Background: an optimization exercise with open tools, aiming at a short achievable clock period and few clock cycles. Do not read the settings as production practice.
Function was checked by simulation only, so behaviour that the tests miss may differ from the original.
No activity file was given, so power comes from the tool's default toggle rates.

--- run.sh ---
#!/bin/bash
# synth_recipe.tcl (not shown) runs the flow's synth.tcl, then flattens the netlist and writes it again
# the make line also repeats each setting of config.mk as NAME=value (left out here)
make -C /OpenROAD-flow-scripts/flow DESIGN_CONFIG=/design/flow/config.mk WORK_HOME=/design/flow/orfs CLKGATE_MAP_FILE= SYNTH_SCRIPT=/design/flow/synth_recipe.tcl finish
--- config.mk ---
export PLATFORM = sky130hd
export DESIGN_NAME = mipsCore
export DESIGN_NICKNAME = mipsCore
export VERILOG_FILES = /design/flow/design.v
export SDC_FILE = /design/flow/constraint.sdc
export NUM_CORES = 4
export LEC_CHECK = 0
export ABC_CLOCK_PERIOD_IN_PS = 1500
export CAP_MARGIN = 20
export CORE_MARGIN = 2
export CORE_UTILIZATION = 35
export PLACE_DENSITY = 0.5
export SETUP_SLACK_MARGIN = 4.0
export SLEW_MARGIN = 20
export TNS_END_PERCENT = 20
--- constraint.sdc ---
create_clock -name core_clock -period 7.0 [get_ports {Clk}]
set_input_delay 1.4000 -clock core_clock [delete_from_list [all_inputs] [get_ports {Clk}]]
set_output_delay 1.4000 -clock core_clock [all_outputs]
set_load 0.01 [all_outputs]
--- design.v ---
`timescale 1ns/1ns
package corePkg;
	typedef logic [32-1:0] wordT;
	typedef logic [4:0] regIdxT;
	typedef enum logic [5:0] {
		opSpecial = 6'd0,
		opJ       = 6'd2,
		opBeq     = 6'd4,
		opBne     = 6'd5,
		opAddiu   = 6'd9,
		opSlti    = 6'd10,
		opAndi    = 6'd12,
		opOri     = 6'd13,
		opXori    = 6'd14,
		opLui     = 6'd15,
		opLw      = 6'd35,
		opSw      = 6'd43
	} opcodeT;
	typedef enum logic [5:0] {
		fnSll  = 6'd0,
		fnSrl  = 6'd2,
		fnSra  = 6'd3,
		fnAdd  = 6'd32,  
		fnAddu = 6'd33,
		fnSub  = 6'd34,  
		fnSubu = 6'd35,
		fnAnd  = 6'd36,
		fnOr   = 6'd37,
		fnXor  = 6'd38,
		fnNor  = 6'd39,
		fnSlt  = 6'd42,
		fnSltu = 6'd43
	} functT;
	typedef enum logic [3:0] {
		aluAdd, aluSub, aluAnd, aluOr, aluXor, aluNor,
		aluSlt, aluSltu, aluSll, aluSrl, aluSra, aluLui
	} aluOpT;
	typedef struct packed {
		wordT pc;
		wordT instr;
	} fetchPayloadT;
	typedef struct packed {
		wordT pc;
		aluOpT aluOp;
		wordT opA;
		wordT opB;
		wordT storeData;
		wordT branchTarget;  
		regIdxT destReg;
		logic writes;
		logic isLoad;
		logic isStore;
		logic isBeq;
		logic isBne;
		logic isJump;
	} decodePayloadT;
	typedef struct packed {
		wordT result;  
		wordT storeData;
		regIdxT destReg;
		logic writes;
		logic isLoad;
		logic isStore;
	} execPayloadT;
	typedef struct packed {
		logic uA, uB;        
		logic bRt;           
		logic wr;            
		logic ldW;           
		logic load, store, br, bne;
		logic [3:0] aluOp;   
		logic iZ;            
		logic iLui;          
	} ctlT;
	typedef struct packed {
		ctlT c;
		logic [4:0] srcA;    
		logic [4:0] rt;
		logic [4:0] dst;
		logic [4:0] shamt;
		logic [31:0] imm;
	} decT;
endpackage
`timescale 1ns/1ns
module ksAdd32 (
	input logic [31:0] x,
	input logic [31:0] y,
	input logic cin,
	output logic [31:0] s,
	output logic cout
);
	logic [32:0] g0, p0, g1, p1, g2, p2, g3, p3, g4, p4, g5, p5, g6;
	assign g0 = {x & y, cin};
	assign p0 = {x ^ y, 1'b0};
	assign g1 = g0 | (p0 & {g0[31:0], 1'b0});
	assign p1 = p0 & {p0[31:0], 1'b0};
	assign g2 = g1 | (p1 & {g1[30:0], 2'b0});
	assign p2 = p1 & {p1[30:0], 2'b0};
	assign g3 = g2 | (p2 & {g2[28:0], 4'b0});
	assign p3 = p2 & {p2[28:0], 4'b0};
	assign g4 = g3 | (p3 & {g3[24:0], 8'b0});
	assign p4 = p3 & {p3[24:0], 8'b0};
	assign g5 = g4 | (p4 & {g4[16:0], 16'b0});
	assign p5 = p4 & {p4[16:0], 16'b0};
	assign g6 = g5 | (p5 & {g5[0:0], 32'b0});
	assign s = p0[32:1] ^ g6[31:0];
	assign cout = g6[32];
endmodule
`timescale 1ns/1ns
module mipsCore (
	input logic Clk,
	input logic rstN,
	output logic instCyc,
	output logic instStb,
	output logic [31:0] instAdr,
	input logic [31:0] instDatIn,
	input logic instAck,
	output logic dataCyc,
	output logic dataStb,
	output logic dataWe,
	output logic [31:0] dataAdr,
	output logic [31:0] dataWrDat,
	input logic [31:0] dataRdDat,
	input logic dataAck
);
	localparam int CSIZE = 64;      
	localparam int LIMIT = 40;    
	localparam int IB = 6;
	localparam int TW = 12 - IB;               
	logic [11:0] pc;
	logic fHitQ;
	logic exV, exStall, redirQ, idStall, idFire;
	logic [11:0] fptr;
	logic [11:0] instW;
	logic fillV;
	logic [11:0] fillWa;   
	logic [CSIZE-1:0] fillOh;  
	logic [31:0] fillIns;
	logic [30:0] cIns [CSIZE];
	logic [11:0] cTgt [CSIZE];
	localparam int CTLW = 15;            
	logic [CTLW-1:0] cCtl [CSIZE];
	logic [TW-1:0] cTag [CSIZE];
	logic cPred [CSIZE];
	logic [CSIZE-1:0] cValid;
	assign instAdr = {18'd0, instW, 2'b00};
	logic [5:0] fOp;
	logic fIsJ, fIsBr, fSame, fPred;
	logic [11:0] fTgt;
	corePkg::ctlT fCtl;
	logic [30:0] fPw;
	assign fCtl = predecode(fillIns);
	assign fPw = preword(fillIns);
	assign fOp = fillIns[31:26];
	assign fIsJ = (fOp == 6'd2);
	assign fIsBr = (fOp == 6'd4 || fOp == 6'd5) && (fillIns[15:0] != 16'd0);
	assign fSame = (fillIns[25:21] == fillIns[20:16]);
	assign fPred = fIsJ || (fIsBr && ((fOp == 6'd5) ? !fSame : (fSame || fillIns[15])));
	assign fTgt = fIsJ ? fillIns[11:0] : fillWa + 12'd1 + fillIns[11:0];
	logic [TW-1:0] pTag;
	logic cHit, fHit, hit;
	logic [30:0] hIns;
	corePkg::ctlT hCtl;
	logic hPred;
	logic [11:0] hTgt;
	logic [11:0] pc1;
	logic [11:0] idTgt, tgt1;
	logic xaHit, xaPred;
	corePkg::decT xaDec;
	logic [11:0] xaTgt, xaAddr, xaNext;
	logic xqHit, xqPred;
	corePkg::decT xqDec;
	logic [11:0] xqTgt, xqAddr, xqNext;
	assign pTag = pc[11:IB];
	localparam int NLO = 8;
	localparam int NHI = CSIZE / NLO;
	localparam int EW = 31 + CTLW + 1 + 12;
	logic [CSIZE-1:0] pMatch, aMatch;
	logic [NLO-1:0] pLo, aLo, pLoB, aLoB;
	logic [NHI-1:0] pHi, aHi, pHiB, aHiB;
	logic [EW-1:0] pRd, aRd;
	logic pRdM, aRdM;
	logic [EW-1:0] pGrp [NHI];
	logic [EW-1:0] aGrp [NHI];
	logic [NHI-1:0] pGrpM, aGrpM;
	always_comb begin
		for (int i = 0; i < CSIZE; i++) begin
			pMatch[i] = cValid[i] && (cTag[i] == pTag);
			aMatch[i] = cValid[i] && (cTag[i] == idTgt[11:IB]);
		end
		for (int j = 0; j < NHI; j++) begin
			pGrp[j] = '0;
			aGrp[j] = '0;
			pGrpM[j] = 1'b0;
			aGrpM[j] = 1'b0;
			for (int l = 0; l < NLO; l++) begin
				pGrp[j] = pGrp[j] | ({EW{!pLoB[l]}} &
					{cIns[j*NLO+l], cCtl[j*NLO+l], cPred[j*NLO+l], cTgt[j*NLO+l]});
				aGrp[j] = aGrp[j] | ({EW{!aLoB[l]}} &
					{cIns[j*NLO+l], cCtl[j*NLO+l], cPred[j*NLO+l], cTgt[j*NLO+l]});
				pGrpM[j] = pGrpM[j] | (pLo[l] & pMatch[j*NLO+l]);
				aGrpM[j] = aGrpM[j] | (aLo[l] & aMatch[j*NLO+l]);
			end
		end
		pRd = '0;
		aRd = '0;
		pRdM = 1'b0;
		aRdM = 1'b0;
		for (int j = 0; j < NHI; j++) begin
			pRd = pRd | ({EW{!pHiB[j]}} & pGrp[j]);
			aRd = aRd | ({EW{!aHiB[j]}} & aGrp[j]);
			pRdM = pRdM | (pHi[j] & pGrpM[j]);
			aRdM = aRdM | (aHi[j] & aGrpM[j]);
		end
	end
	function automatic logic [NLO-1:0] ohLo(input logic [11:0] w);
		ohLo = NLO'(1) << w[2:0];
	endfunction
	function automatic logic [NHI-1:0] ohHi(input logic [11:0] w);
		ohHi = NHI'(1) << w[IB-1:3];
	endfunction
	assign cHit = pRdM;
	assign fHit = fHitQ;
	assign hit = cHit || fHit;
	assign hIns = fHit ? fPw : pRd[EW-1 -: 31];
	assign hCtl = fHit ? fCtl : pRd[12+1 +: CTLW];
	assign hPred = fHit ? fPred : pRd[12];
	assign hTgt = fHit ? fTgt : pRd[11:0];
	assign pc1 = pc + 12'd1;
	logic aHit, aFHit, aPred;
	logic [30:0] aIns;
	corePkg::ctlT aCtl;
	logic [11:0] aTgt;
	assign aFHit = fillV && (fillWa == idTgt);
	assign aHit = aFHit || aRdM;
	assign aIns = aFHit ? fPw : aRd[EW-1 -: 31];
	assign aCtl = aFHit ? fCtl : aRd[12+1 +: CTLW];
	assign aPred = aFHit ? fPred : aRd[12];
	assign aTgt = aFHit ? fTgt : aRd[11:0];
	assign tgt1 = idTgt + 12'd1;
	logic busFreeI, inFlight, miss, okReq;
	logic [11:0] fDist;
	assign busFreeI = !instCyc || instAck;
	assign inFlight = instCyc && (instW == pc);
	assign miss = !hit && !inFlight && !(fillV && fillWa == pc);
	assign fDist = fptr - pc;
	assign okReq = miss || (fDist < 12'(LIMIT));
	assign instStb = instCyc;
	always_ff @(posedge Clk or negedge rstN) begin
		if (!rstN) begin
			instCyc <= 1'b0;
			instW <= 12'd0;
			fptr <= 12'd0;
			fillV <= 1'b0;
			fHitQ <= 1'b0;
			cValid <= '0;
		end else begin
			if (busFreeI && okReq) begin
				instCyc <= 1'b1;
				instW <= miss ? pc : fptr;
				fptr <= miss ? pc1 : fptr + 12'd1;
			end else begin
				if (instAck)
					instCyc <= 1'b0;
				if (miss)
					fptr <= pc;
			end
			fillV <= instCyc && instAck;
			fHitQ <= instCyc && instAck && !redirQ && !takeRedir &&
				((idStall || !hit) ? (instW == pc) : (instW == pc1));
			for (int i = 0; i < CSIZE; i++)
				if (fillV && fillOh[i])
					cValid[i] <= 1'b1;
		end
	end
	always_ff @(posedge Clk) begin
		fillWa <= instW;
		fillOh <= CSIZE'(1) << instW[IB-1:0];
		fillIns <= instDatIn;
		for (int i = 0; i < CSIZE; i++) begin
			if (fillV && fillOh[i]) begin
				cIns[i] <= fPw;
				cTgt[i] <= fTgt;
				cTag[i] <= fillWa[11:IB];
				cPred[i] <= fPred;
				cCtl[i] <= fCtl;
			end
		end
	end
	function automatic corePkg::ctlT predecode(input logic [31:0] w);
		corePkg::ctlT d;
		logic [5:0] o, f;
		logic [4:0] dst;
		o = w[31:26];
		f = w[5:0];
		d = '0;
		case (o)
			6'd0: begin
				d.bRt = 1'b1;
				d.uA = 1'b1;
				d.uB = 1'b1;
				d.wr = 1'b1;
				case (f)
					6'd0: begin d.aluOp = corePkg::aluSll; d.uA = 1'b0; end
					6'd2: begin d.aluOp = corePkg::aluSrl; d.uA = 1'b0; end
					6'd3: begin d.aluOp = corePkg::aluSra; d.uA = 1'b0; end
					6'd32, 6'd33: d.aluOp = corePkg::aluAdd;
					6'd34, 6'd35: d.aluOp = corePkg::aluSub;
					6'd36: d.aluOp = corePkg::aluAnd;
					6'd37: d.aluOp = corePkg::aluOr;
					6'd38: d.aluOp = corePkg::aluXor;
					6'd39: d.aluOp = corePkg::aluNor;
					6'd42: d.aluOp = corePkg::aluSlt;
					6'd43: d.aluOp = corePkg::aluSltu;
					default: d.wr = 1'b0;
				endcase
			end
			6'd9: begin d.aluOp = corePkg::aluAdd; d.wr = 1'b1; d.uA = 1'b1; end
			6'd10: begin d.aluOp = corePkg::aluSlt; d.wr = 1'b1; d.uA = 1'b1; end
			6'd12: begin d.aluOp = corePkg::aluAnd; d.wr = 1'b1; d.uA = 1'b1; d.iZ = 1'b1; end
			6'd13: begin d.aluOp = corePkg::aluOr; d.wr = 1'b1; d.uA = 1'b1; d.iZ = 1'b1; end
			6'd14: begin d.aluOp = corePkg::aluXor; d.wr = 1'b1; d.uA = 1'b1; d.iZ = 1'b1; end
			6'd15: begin d.aluOp = corePkg::aluOr; d.wr = 1'b1; d.iLui = 1'b1; end
			6'd35: begin d.aluOp = corePkg::aluAdd; d.load = 1'b1; d.uA = 1'b1; end
			6'd43: begin d.aluOp = corePkg::aluAdd; d.store = 1'b1; d.uA = 1'b1; d.uB = 1'b1; end
			6'd4, 6'd5: begin
				d.br = (w[15:0] != 16'd0);
				d.bne = o[0];
				d.bRt = 1'b1;
				d.uA = 1'b1;
				d.uB = 1'b1;
			end
			default: ;
		endcase
		dst = (o == 6'd0) ? w[15:11] : w[20:16];
		if (dst == 5'd0)
			d.wr = 1'b0;
		d.ldW = d.load && (dst != 5'd0);
		predecode = d;
	endfunction
	function automatic logic [30:0] preword(input logic [31:0] w);
		logic [5:0] o, f;
		logic [4:0] srcA, dst;
		o = w[31:26];
		f = w[5:0];
		srcA = w[25:21];
		if (o == 6'd15)
			srcA = 5'd0;             
		else if (o == 6'd0 && (f == 6'd0 || f == 6'd2 || f == 6'd3))
			srcA = w[20:16];         
		dst = (o == 6'd0) ? w[15:11] : w[20:16];
		preword = {srcA, w[20:16], dst, w[15:0]};
	endfunction
	function automatic corePkg::decT decode(input logic [30:0] w, input corePkg::ctlT c);
		corePkg::decT d;
		d.c = c;
		d.srcA = w[30:26];
		d.rt = w[25:21];
		d.dst = w[20:16];
		d.shamt = w[10:6];
		d.imm = c.iLui ? {w[15:0], 16'd0} : c.iZ ? {16'd0, w[15:0]} : {{16{w[15]}}, w[15:0]};
		decode = d;
	endfunction
	logic idV;
	corePkg::decT id, hDec, aDec;
	logic idPred;
	logic [31:0] idOhA, idOhT;
	logic [31:0] regs [32];
	logic ldDone;
	logic [4:0] busDst;
	logic busLdW;
	logic wbV;
	logic [4:0] wbDst;
	logic [31:0] wbOh, busOh;    
	logic [31:0] lastRes;
	logic [31:0] res;
	logic [4:0] exDst;
	logic exWr, exLdW;
	logic skV, skLdW, s1V, s1LdW;
	logic [4:0] skDst, s1Dst;
	assign hDec = decode(hIns, hCtl);
	assign aDec = decode(aIns, aCtl);
	logic hzEx, hzSk, hzBus, hazard;
	function automatic logic hzOn(input corePkg::decT d, input logic [4:0] r);
		hzOn = (d.c.uA && d.srcA == r) || (d.c.uB && d.rt == r) ||
			((d.c.wr || d.c.load) && d.dst == r);
	endfunction
	assign hzEx = exV && exLdW && hzOn(id, exDst);
	assign hzSk = (skV && skLdW && hzOn(id, skDst)) || (s1V && s1LdW && hzOn(id, s1Dst));
	assign hzBus = dataCyc && busLdW && hzOn(id, busDst);
	assign hazard = hzEx || hzSk || (hzBus && !dataAck);
	assign idStall = idV && (hazard || exStall);
	assign idFire = idV && !idStall && !redirQ;
	logic [31:0] rAVal, rtVal;
	logic [31:0] rfA, rfT;
	always_comb begin
		rfA = 32'd0;
		rfT = 32'd0;
		for (int i = 1; i < 32; i++) begin
			rfA = rfA | ({32{idOhA[i]}} & regs[i]);
			rfT = rfT | ({32{idOhT[i]}} & regs[i]);
		end
	end
	logic ldHitA, wbHitA;
	assign ldHitA = ldDone && busDst == id.srcA && id.srcA != 5'd0;
	assign wbHitA = wbV && wbDst == id.srcA;
	assign rAVal = ldHitA ? dataRdDat : wbHitA ? lastRes : rfA;
	assign rtVal = (ldDone && busDst == id.rt && id.rt != 5'd0) ? dataRdDat :
		(wbV && wbDst == id.rt) ? lastRes : rfT;
	logic [31:0] bVal;
	logic idSub;    
	assign idSub = (id.c.aluOp == corePkg::aluSub) || (id.c.aluOp == corePkg::aluSlt) ||
		(id.c.aluOp == corePkg::aluSltu);
	assign bVal = id.c.bRt ? rtVal : id.imm;
	logic fwdA, fwdB, fwdSt;
	assign fwdA = exV && exWr && (exDst == id.srcA);
	assign fwdB = exV && exWr && id.c.bRt && (exDst == id.rt);
	assign fwdSt = exV && exWr && (exDst == id.rt);
	logic exAddI;
	logic exZq, exFz;
	logic [31:0] idNegImm;
	logic fuse, earlyTaken, idTaken, takeRedir;
	assign idNegImm = 32'd0 - id.imm;
	assign fuse = exV && exAddI && exFz && (exDst == id.srcA) && id.c.br && (id.rt == 5'd0);
	assign earlyTaken = id.c.bne ? !exZq : exZq;
	assign idTaken = fuse ? earlyTaken : idPred;
	assign takeRedir = idFire && idTaken;
	function automatic logic [NLO-1:0] rotLo(input logic [NLO-1:0] lo);
		rotLo = {lo[NLO-2:0], lo[NLO-1]};
	endfunction
	function automatic logic [NHI-1:0] rotHi(input logic [NLO-1:0] lo, input logic [NHI-1:0] hi);
		rotHi = lo[NLO-1] ? {hi[NHI-2:0], hi[NHI-1]} : hi;
	endfunction
	logic advance;
	assign advance = !idStall && hit;
	logic [11:0] pcN;
	logic [NLO-1:0] pLoN;
	logic [NHI-1:0] pHiN;
	assign pcN = redirQ ? (xqHit ? xqNext : xqAddr) :
		takeRedir ? (aHit ? tgt1 : idTgt) :
		advance ? pc1 : pc;
	assign pLoN = redirQ ? ohLo(xqHit ? xqNext : xqAddr) :
		takeRedir ? (aHit ? rotLo(aLo) : aLo) :
		advance ? rotLo(pLo) : pLo;
	assign pHiN = redirQ ? ohHi(xqHit ? xqNext : xqAddr) :
		takeRedir ? (aHit ? rotHi(aLo, aHi) : aHi) :
		advance ? rotHi(pLo, pHi) : pHi;
	always_ff @(posedge Clk or negedge rstN) begin
		if (!rstN) begin
			pc <= 12'd0;
			pLo <= ohLo(12'd0);
			pHi <= ohHi(12'd0);
			pLoB <= ~ohLo(12'd0);
			pHiB <= ~ohHi(12'd0);
			idV <= 1'b0;
		end else begin
			pc <= pcN;
			pLo <= pLoN;
			pHi <= pHiN;
			pLoB <= ~pLoN;
			pHiB <= ~pHiN;
			if (redirQ)
				idV <= xqHit;
			else if (takeRedir)
				idV <= aHit;
			else if (!idStall)
				idV <= hit;
		end
	end
	always_ff @(posedge Clk) begin
		if (redirQ) begin
			id <= xqDec;
			idOhA <= 32'd1 << xqDec.srcA;
			idOhT <= 32'd1 << xqDec.rt;
			idPred <= xqPred;
			idTgt <= xqTgt;
			aLo <= ohLo(xqTgt);
			aHi <= ohHi(xqTgt);
			aLoB <= ~ohLo(xqTgt);
			aHiB <= ~ohHi(xqTgt);
		end else if (takeRedir) begin
			id <= aDec;
			idOhA <= 32'd1 << aDec.srcA;
			idOhT <= 32'd1 << aDec.rt;
			idPred <= aPred;
			idTgt <= aTgt;
			aLo <= ohLo(aTgt);
			aHi <= ohHi(aTgt);
			aLoB <= ~ohLo(aTgt);
			aHiB <= ~ohHi(aTgt);
		end else if (!idStall) begin
			id <= hDec;
			idOhA <= 32'd1 << hDec.srcA;
			idOhT <= 32'd1 << hDec.rt;
			idPred <= hPred;
			idTgt <= hTgt;
			aLo <= ohLo(hTgt);
			aHi <= ohHi(hTgt);
			aLoB <= ~ohLo(hTgt);
			aHiB <= ~ohHi(hTgt);
		end
	end
	logic [31:0] exA, exB, exBx, exSt;
	logic [3:0] exShL;   
	logic [7:0] exShH;   
	logic exLoad, exStore, exBr, exBne, exPred;
	logic exAdd, exSub, exSlt, exSltu, exAnd, exOr, exXor, exNor, exSll, exSrl, exSra;
	always_ff @(posedge Clk or negedge rstN) begin
		if (!rstN)
			exV <= 1'b0;
		else if (!exStall)
			exV <= idFire;
	end
	always_ff @(posedge Clk) begin
		if (!exStall) begin
			exA <= fwdA ? res : rAVal;
			exB <= fwdB ? res : bVal;
			exBx <= fwdB ? (res ^ {32{idSub}}) : (bVal ^ {32{idSub}});
			exSt <= fwdSt ? res : rtVal;
			exShL <= 4'd1 << id.shamt[1:0];
			exShH <= 8'd1 << id.shamt[4:2];
			exDst <= id.dst;
			exWr <= id.c.wr;
			exLdW <= id.c.ldW;
			exLoad <= id.c.load;
			exStore <= id.c.store;
			exBr <= id.c.br;
			exBne <= id.c.bne;
			exPred <= idTaken;
			exAddI <= (id.c.aluOp == corePkg::aluAdd) && !id.c.bRt && id.c.wr;
			exZq <= (rfA == idNegImm);
			exFz <= !fwdA && !ldHitA && !wbHitA;
			xaHit <= idTaken ? hit : aHit;
			xaDec <= idTaken ? hDec : aDec;
			xaPred <= idTaken ? hPred : aPred;
			xaTgt <= idTaken ? hTgt : aTgt;
			xaAddr <= idTaken ? pc : idTgt;
			xaNext <= idTaken ? pc1 : tgt1;
			exAdd <= (id.c.aluOp == corePkg::aluAdd);
			exSub <= idSub;
			exSlt <= (id.c.aluOp == corePkg::aluSlt);
			exSltu <= (id.c.aluOp == corePkg::aluSltu);
			exAnd <= (id.c.aluOp == corePkg::aluAnd);
			exOr <= (id.c.aluOp == corePkg::aluOr);
			exXor <= (id.c.aluOp == corePkg::aluXor);
			exNor <= (id.c.aluOp == corePkg::aluNor);
			exSll <= (id.c.aluOp == corePkg::aluSll);
			exSrl <= (id.c.aluOp == corePkg::aluSrl);
			exSra <= (id.c.aluOp == corePkg::aluSra);
		end
	end
	logic [31:0] sum;
	logic cout, lt, ltu, eq, taken;
	ksAdd32 adder (
		.x(exA),
		.y(exBx),
		.cin(exSub),
		.s(sum),
		.cout(cout)
	);
	assign ltu = !cout;
	assign lt = (exA[31] ^ exB[31]) ? exA[31] : sum[31];
	assign eq = (exA == exB);
	logic [31:0] shl1, shl, shr1, shr;
	logic shFill;
	assign shFill = exSra && exA[31];
	always_comb begin
		for (int i = 0; i < 32; i++) begin
			shl1[i] = 1'b0;
			shr1[i] = 1'b0;
			for (int k = 0; k < 4; k++) begin
				shl1[i] = shl1[i] | (exShL[k] & ((i >= k) ? exA[(i - k) % 32] : 1'b0));
				shr1[i] = shr1[i] | (exShL[k] & ((i + k < 32) ? exA[(i + k) % 32] : shFill));
			end
		end
		for (int i = 0; i < 32; i++) begin
			shl[i] = 1'b0;
			shr[i] = 1'b0;
			for (int m = 0; m < 8; m++) begin
				shl[i] = shl[i] | (exShH[m] & ((i >= 4 * m) ? shl1[(i - 4 * m) % 32] : 1'b0));
				shr[i] = shr[i] | (exShH[m] & ((i + 4 * m < 32) ? shr1[(i + 4 * m) % 32] : shFill));
			end
		end
	end
	always_comb begin
		res = 32'd0;
		if (exAdd || (exSub && !exSlt && !exSltu)) res = res | sum;
		if (exSlt) res = res | {31'd0, lt};
		if (exSltu) res = res | {31'd0, ltu};
		if (exAnd) res = res | (exA & exB);
		if (exOr) res = res | (exA | exB);
		if (exXor) res = res | (exA ^ exB);
		if (exNor) res = res | ~(exA | exB);
		if (exSll) res = res | shl;
		if (exSrl || exSra) res = res | shr;
	end
	assign taken = exBne ? !eq : eq;
	logic exLive, misp;
	assign exLive = exV && !redirQ;
	assign misp = exLive && exBr && (taken != exPred);
	always_ff @(posedge Clk or negedge rstN) begin
		if (!rstN)
			redirQ <= 1'b0;
		else
			redirQ <= misp;
	end
	always_ff @(posedge Clk) begin
		xqHit <= xaHit;
		xqPred <= xaPred;
		xqDec <= xaDec;
		xqTgt <= xaTgt;
		xqAddr <= xaAddr;
		xqNext <= xaNext;
	end
	logic skWe, s1We;
	logic [31:0] skAdr, skDat, s1Adr, s1Dat;
	logic busFreeD, exMem, exMemGo;
	assign exMem = exLoad || exStore;
	assign exStall = exLive && exMem && s1V;
	assign exMemGo = exLive && exMem && !s1V;
	assign busFreeD = !dataCyc || dataAck;
	assign ldDone = dataCyc && dataAck && !dataWe;
	assign dataStb = dataCyc;
	always_ff @(posedge Clk or negedge rstN) begin
		if (!rstN) begin
			dataCyc <= 1'b0;
			skV <= 1'b0;
			s1V <= 1'b0;
		end else begin
			if (busFreeD) begin
				dataCyc <= skV || exMemGo;
				if (skV) begin
					skV <= s1V || exMemGo;
					s1V <= 1'b0;
				end
			end else if (exMemGo) begin
				if (!skV)
					skV <= 1'b1;
				else
					s1V <= 1'b1;
			end
		end
	end
	always_ff @(posedge Clk) begin
		if (busFreeD) begin
			if (skV) begin
				dataWe <= skWe;
				dataAdr <= skAdr;
				dataWrDat <= skDat;
				busDst <= skDst;
				busLdW <= skLdW;
				busOh <= skLdW ? (32'd1 << skDst) : 32'd0;
			end else begin
				dataWe <= exStore;
				dataAdr <= sum;
				dataWrDat <= exSt;
				busDst <= exDst;
				busLdW <= exLdW;
				busOh <= exLdW ? (32'd1 << exDst) : 32'd0;
			end
		end
		if (busFreeD && skV && s1V) begin
			skWe <= s1We;
			skAdr <= s1Adr;
			skDat <= s1Dat;
			skDst <= s1Dst;
			skLdW <= s1LdW;
		end else if (!skV || busFreeD) begin
			skWe <= exStore;
			skAdr <= sum;
			skDat <= exSt;
			skDst <= exDst;
			skLdW <= exLdW;
		end
		if (!s1V) begin
			s1We <= exStore;
			s1Adr <= sum;
			s1Dat <= exSt;
			s1Dst <= exDst;
			s1LdW <= exLdW;
		end
	end
	always_ff @(posedge Clk or negedge rstN) begin
		if (!rstN)
			wbV <= 1'b0;
		else
			wbV <= exLive && exWr;
	end
	always_ff @(posedge Clk) begin
		lastRes <= res;
		wbDst <= exDst;
		wbOh <= (exLive && exWr) ? (32'd1 << exDst) : 32'd0;
		for (int i = 1; i < 32; i++) begin
			if (wbOh[i])
				regs[i] <= lastRes;
			else if (ldDone && busOh[i])
				regs[i] <= dataRdDat;
		end
	end
endmodule
==> implementation parameters <==
Parameter                              Value

Outcome
  Result of the run ... finished clean

Global route
  Pin count of the biggest net entering global routing ... about 130
  Antenna violations before repair ... 135
  Global-route wire length before repair ... around 2100 mm
  Number of global-route vias before repair ... 236000
  Global route overflow ... 0
  Global-route usage over all layers ... between 30% and 40%

Setup path
  Required @ worst endpoint ... 7.97 ns
  Critical path startpoint category ... flip-flop
  Family with the most delay on the worst path ... buffers and inverters
  Number of buffer and inverter instances along the worst setup path ... 10
  RR Startpoint ... pLoB[3]
  Setup slack on the worst flop-to-flop path ... 3.14 ns
  Slowest stage delay, CP ... about 0.63 ns
  Worst EP arrival ... ~4.8 ns
  Type of the setup path with the least slack ... reg2reg
  Worst-path cell with the longest stage delay ... sky130_fd_sc_hd__dfstp_4
  Critical path's most frequent cell ... sky130_fd_sc_hd__buf_12
  Worst reg2reg endpoint ... id[23]
  Max Fanout on Critical Path ... 6
  Worst setup EP type ... flip-flop
  Worst-path cell chain ... buf_12 > buf_16 > buf_12 > buf_6 > buf_12 > buf_12 > buf_16 > buf_6 > buf_12 > o22ai_4 > nor4_2 > o221ai_2 > o31a_4 > buf_12 > or3b_4 > a21boi_2 > o21ai_0
  Worst Reg2Reg Path Length in Cells ... 17

Min path
  Worst hold path class ... in2async

STA
  Period utilization ... 55.1%
  Clock tree skew after final layout ... 0.109 ns
  Transition time of the tightest slew-check pin ... 1.31 ns
  Fmax ... 259 MHz
  Worst slew margin relative to its limit ... around an eighth
  Final total negative setup slack ... 0 ns
  Final critical-path required period ... 3.86 ns
  Slew Limit Fails ... 0
  Final count of hold timing violations ... 0
  Unrepaired setup endpoints after global routing ... yes
  Setup ws final ... 3.14 ns
  Final setup violation count ... 0

Clock network
  Clock Sinks ... between 6000 and 7000
  H-Tree Depth ... 6
  Root Driver ... sky130_fd_sc_hd__clkbuf_16
  Hold bufs inserted after CTS ... 0
  Clock transition at the register clock pins on the worst setup and hold paths after CTS ... around 0.06 ns
  Buffers from clock root to sink, at most ... 4
  Clock tree from TritonCTS ... built
  Latest clock arrival within the worst-skew pair ... between 1 and 1.5 ns
  Inserted Clock Buffers ... slightly below 700

Yosys
  Cells after synthesis ... 24700
  YS warnings ... 9
  Most frequent cell after synthesis ... sky130_fd_sc_hd__edfxtp_1
  Post-synth top area share ... around three fifths
  Library cells used by synthesis ... 98
  Synthesized area divided by synthesized cell count ... 11.9 um2
  Number of flip-flops and latches in the synthesized netlist ... between 6000 and 7000
  Syn Std Cell Area ... ~290000 um2
  Yosys top cell by area ... sky130_fd_sc_hd__edfxtp_1
  Most used standard cells in the synthesized netlist ... sky130_fd_sc_hd__edfxtp_1, sky130_fd_sc_hd__o22ai_1, sky130_fd_sc_hd__inv_1, sky130_fd_sc_hd__nor4_1, sky130_fd_sc_hd__clkbuf_1
  Top_reg_cell synth ... sky130_fd_sc_hd__edfxtp_1
  EDFF count, synth ... a little under 6000
  Portion of the post-synthesis area used by sequential elements ... 62.6%
  Cell types with the largest area share after synthesis ... sky130_fd_sc_hd__edfxtp_1, sky130_fd_sc_hd__o22ai_1, sky130_fd_sc_hd__inv_1, sky130_fd_sc_hd__mux2_2, sky130_fd_sc_hd__nor4_1
  Share of synthesized flip-flops with an asynchronous set or reset ... around 2.3%

Route
  DRC Markers ... 0
  Antenna Nets Post-Route ... 0
  DRT iter0 DRCs ... 52300
  DRT Pass-1 Iters ... 14
  Vias ... about 260k
  WL final ... between 1500 and 2000 mm
  Wire per inst ... 42.4 um
  Via/cell ratio ... 6.78

Place
  Worst-case setup slack after placement ... between 1.5 and 2 ns
  Final GP Congestion ... 0.946
  Final HPWL DP ... ~830 mm
  Placed cell count ... ~35000
  Count of buffers inserted at the top-level ports ... 148
  Placed instance area ... between 300000 and 400000 um2

Cells and area
  Sequential cell area in the final layout ... between 150000 and 200000 um2
  Ratio of cells with drive above 1 in the final layout ... 26.2%
  Area of the multi-input gates ... ~100000 um2
  Total Nets Final ... about 27000
  Finished Cell Area ... around 380000 um2
  Signed area change from the synthesized netlist to the final layout ... 28.7%
  Cell Count, Final, Fillers Out ... ~38000
  Number of filler instances in the final layout ... between 70000 and 80000

Floorplan
  # IOs ... roughly 170
  Initial core utilization ... roughly a third
  Core region area ... ~840000 um2
  Die Width ... slightly above 900 um
  Std-Cell Rows ... ~340
  Height of the die ... ~920 um
  Area of the die ... approximately 850000 um2

Pwr
  Power density over cell area ... roughly 470 nW/um2
  Static leakage ... 0.141 uW
  Max IR drop VDD ... 458 uV

Run
  Max Cap Viol ... 0
-- routing by layer --
layer | global-route usage [%] | wire, um | up-vias
li1 | - | - | 97600
met1 | 44.5 | 551000 | 128000
met2 | 50.2 | 651000 | 26700
met3 | 13.7 | 260000 | 7985
met4 | 28.7 | 169000 | 80
met5 | 0.253 | 780 | -
-- state kept, by name (all words and copies together) (netlist names), 64 cells and up, named ones only --
signal / cells
cTgt: 768
cValid: 64
xqDec: 65
regs: 992
cIns: 1984
cTag: 384
fillOh: 64
id: 65
cCtl: 960
cPred: 64
xaDec: 65
-- through the flow --
stage	hold WS, ns	total power, uW	utilization (%)
floorplan	0.323	80200	-
global placement	0.324	108000	37.2
detailed placement	0.327	109000	37.2
CTS	0.295	165000	43.7
global route	0.317	180000	45.1
finish	0.298	179000	45.1
-- logic make-up (layout without fill, tap and decap cells) --
logic type               after synthesis  in the layout  synth area share [%]
buffers and inverters               5927           8244                  7.82
other                                  1            199               0.00127
multiplexers                        1220           1220                  4.61
AND/OR/NAND/NOR                     3639           3655                  6.54
flip-flops                          6264           6264                  62.6
adder cells (fa/ha/maj)              123            123                 0.527
AO/OA/AOI/OAI                       6501           6508                  14.7
XOR/XNOR                            1049           1049                  3.12
-- cell usage in the layout, fill, tap and decap left out, types with 410 or more instances in the layout --
master	count
sky130_fd_sc_hd__buf_12	499
sky130_fd_sc_hd__a22oi_1	553
sky130_fd_sc_hd__edfxtp_1	5837
sky130_fd_sc_hd__nor4_1	536
sky130_fd_sc_hd__nor4_2	432
sky130_fd_sc_hd__buf_4	1376
sky130_fd_sc_hd__o22ai_1	3980
sky130_fd_sc_hd__xnor2_1	572
sky130_fd_sc_hd__inv_1	3968
sky130_fd_sc_hd__xor2_1	410
sky130_fd_sc_hd__mux2_2	1054
sky130_fd_sc_hd__nand2_1	781
sky130_fd_sc_hd__clkbuf_16	744
-- what timing repair did --
item | 4_1_cts | 5_1_grt
cloned | 254 | 57
resized for setup | 2876 | 1315
endpoints found under the setup margin | 2652 | 2220
buffers inserted | 1039 | 513
hold endpoints to repair | 0 | 0
pin swaps | 720 | 699
-- power by group --
group / internal, uW / switching, uW / total, uW / leakage, uW
sequential: 47500 / 3080 / 50600 / 0.0581
clock: 20700 / 16500 / 37100 / 0.0109
combinational: 34400 / 56600 / 91000 / 0.0718
total: 103000 / 76100 / 179000 / 0.141
-- worst max path at each step --
stage,startpoint,to,slack (ns),cells after the start
detailed placement,dataAck,aHi[1],1.54,12
global route,pLoB[3],id[23],3.22,17
finish,pLoB[3],id[23],3.14,17
global placement,aLoB[6],id[16],0.53,11
CTS,instW[0],instAdr[2],3.23,1
floorplan,dataAck,aHiB[0],1.64,9
-- layout make-up --
| class | count | share of cell area (%) |
|---|---|---|
| Tap cell | 11200 | 3.69 |
| Clock inverter | 377 | 1.02 |
| Multi-Input combinational cell | 12600 | 26.8 |
| Timing Repair inverter | 2 | 0.00429 |
| Timing Repair Buffer | 2984 | 10.8 |
| Sequential cell | 6264 | 48.7 |
| Inverter | 4000 | 3.98 |
| Clock buffer | 881 | 4.85 |
| Antenna cell | 179 | 0.118 |
Testbench counts, summed over its fixed seeds: cycles 15,869.

-- afterwards: timing with drivers on the ports --
Ports are ideal in the flow. The routed layout listed here was re-timed in OpenROAD. Step 1 (the two cells are an assumption about what drives the block):
set clk [get_ports {Clk}]
set_driving_cell -lib_cell sky130_fd_sc_hd__clkbuf_16 $clk
set_driving_cell -lib_cell sky130_fd_sc_hd__buf_2 [delete_from_list [all_inputs] $clk]
Step 2 moves the port delays by t, midway between the first and last clock arrival at a register: inputs arrive t later, outputs are due t later. That takes back most of the time a late clock gives input paths. a / b / c = ideal ports / drivers / drivers and shift; a / b = the first two.
shift t [ns]: 1.302
setup WS [ns]: 3.142 / 3.142 / 2.228
pins driven straight from the clock port: 1
After both steps setup and hold are still met in this run. For this run, drivers alone change the setup slack by 0.000 ns; drivers and shift together by -0.914 ns.
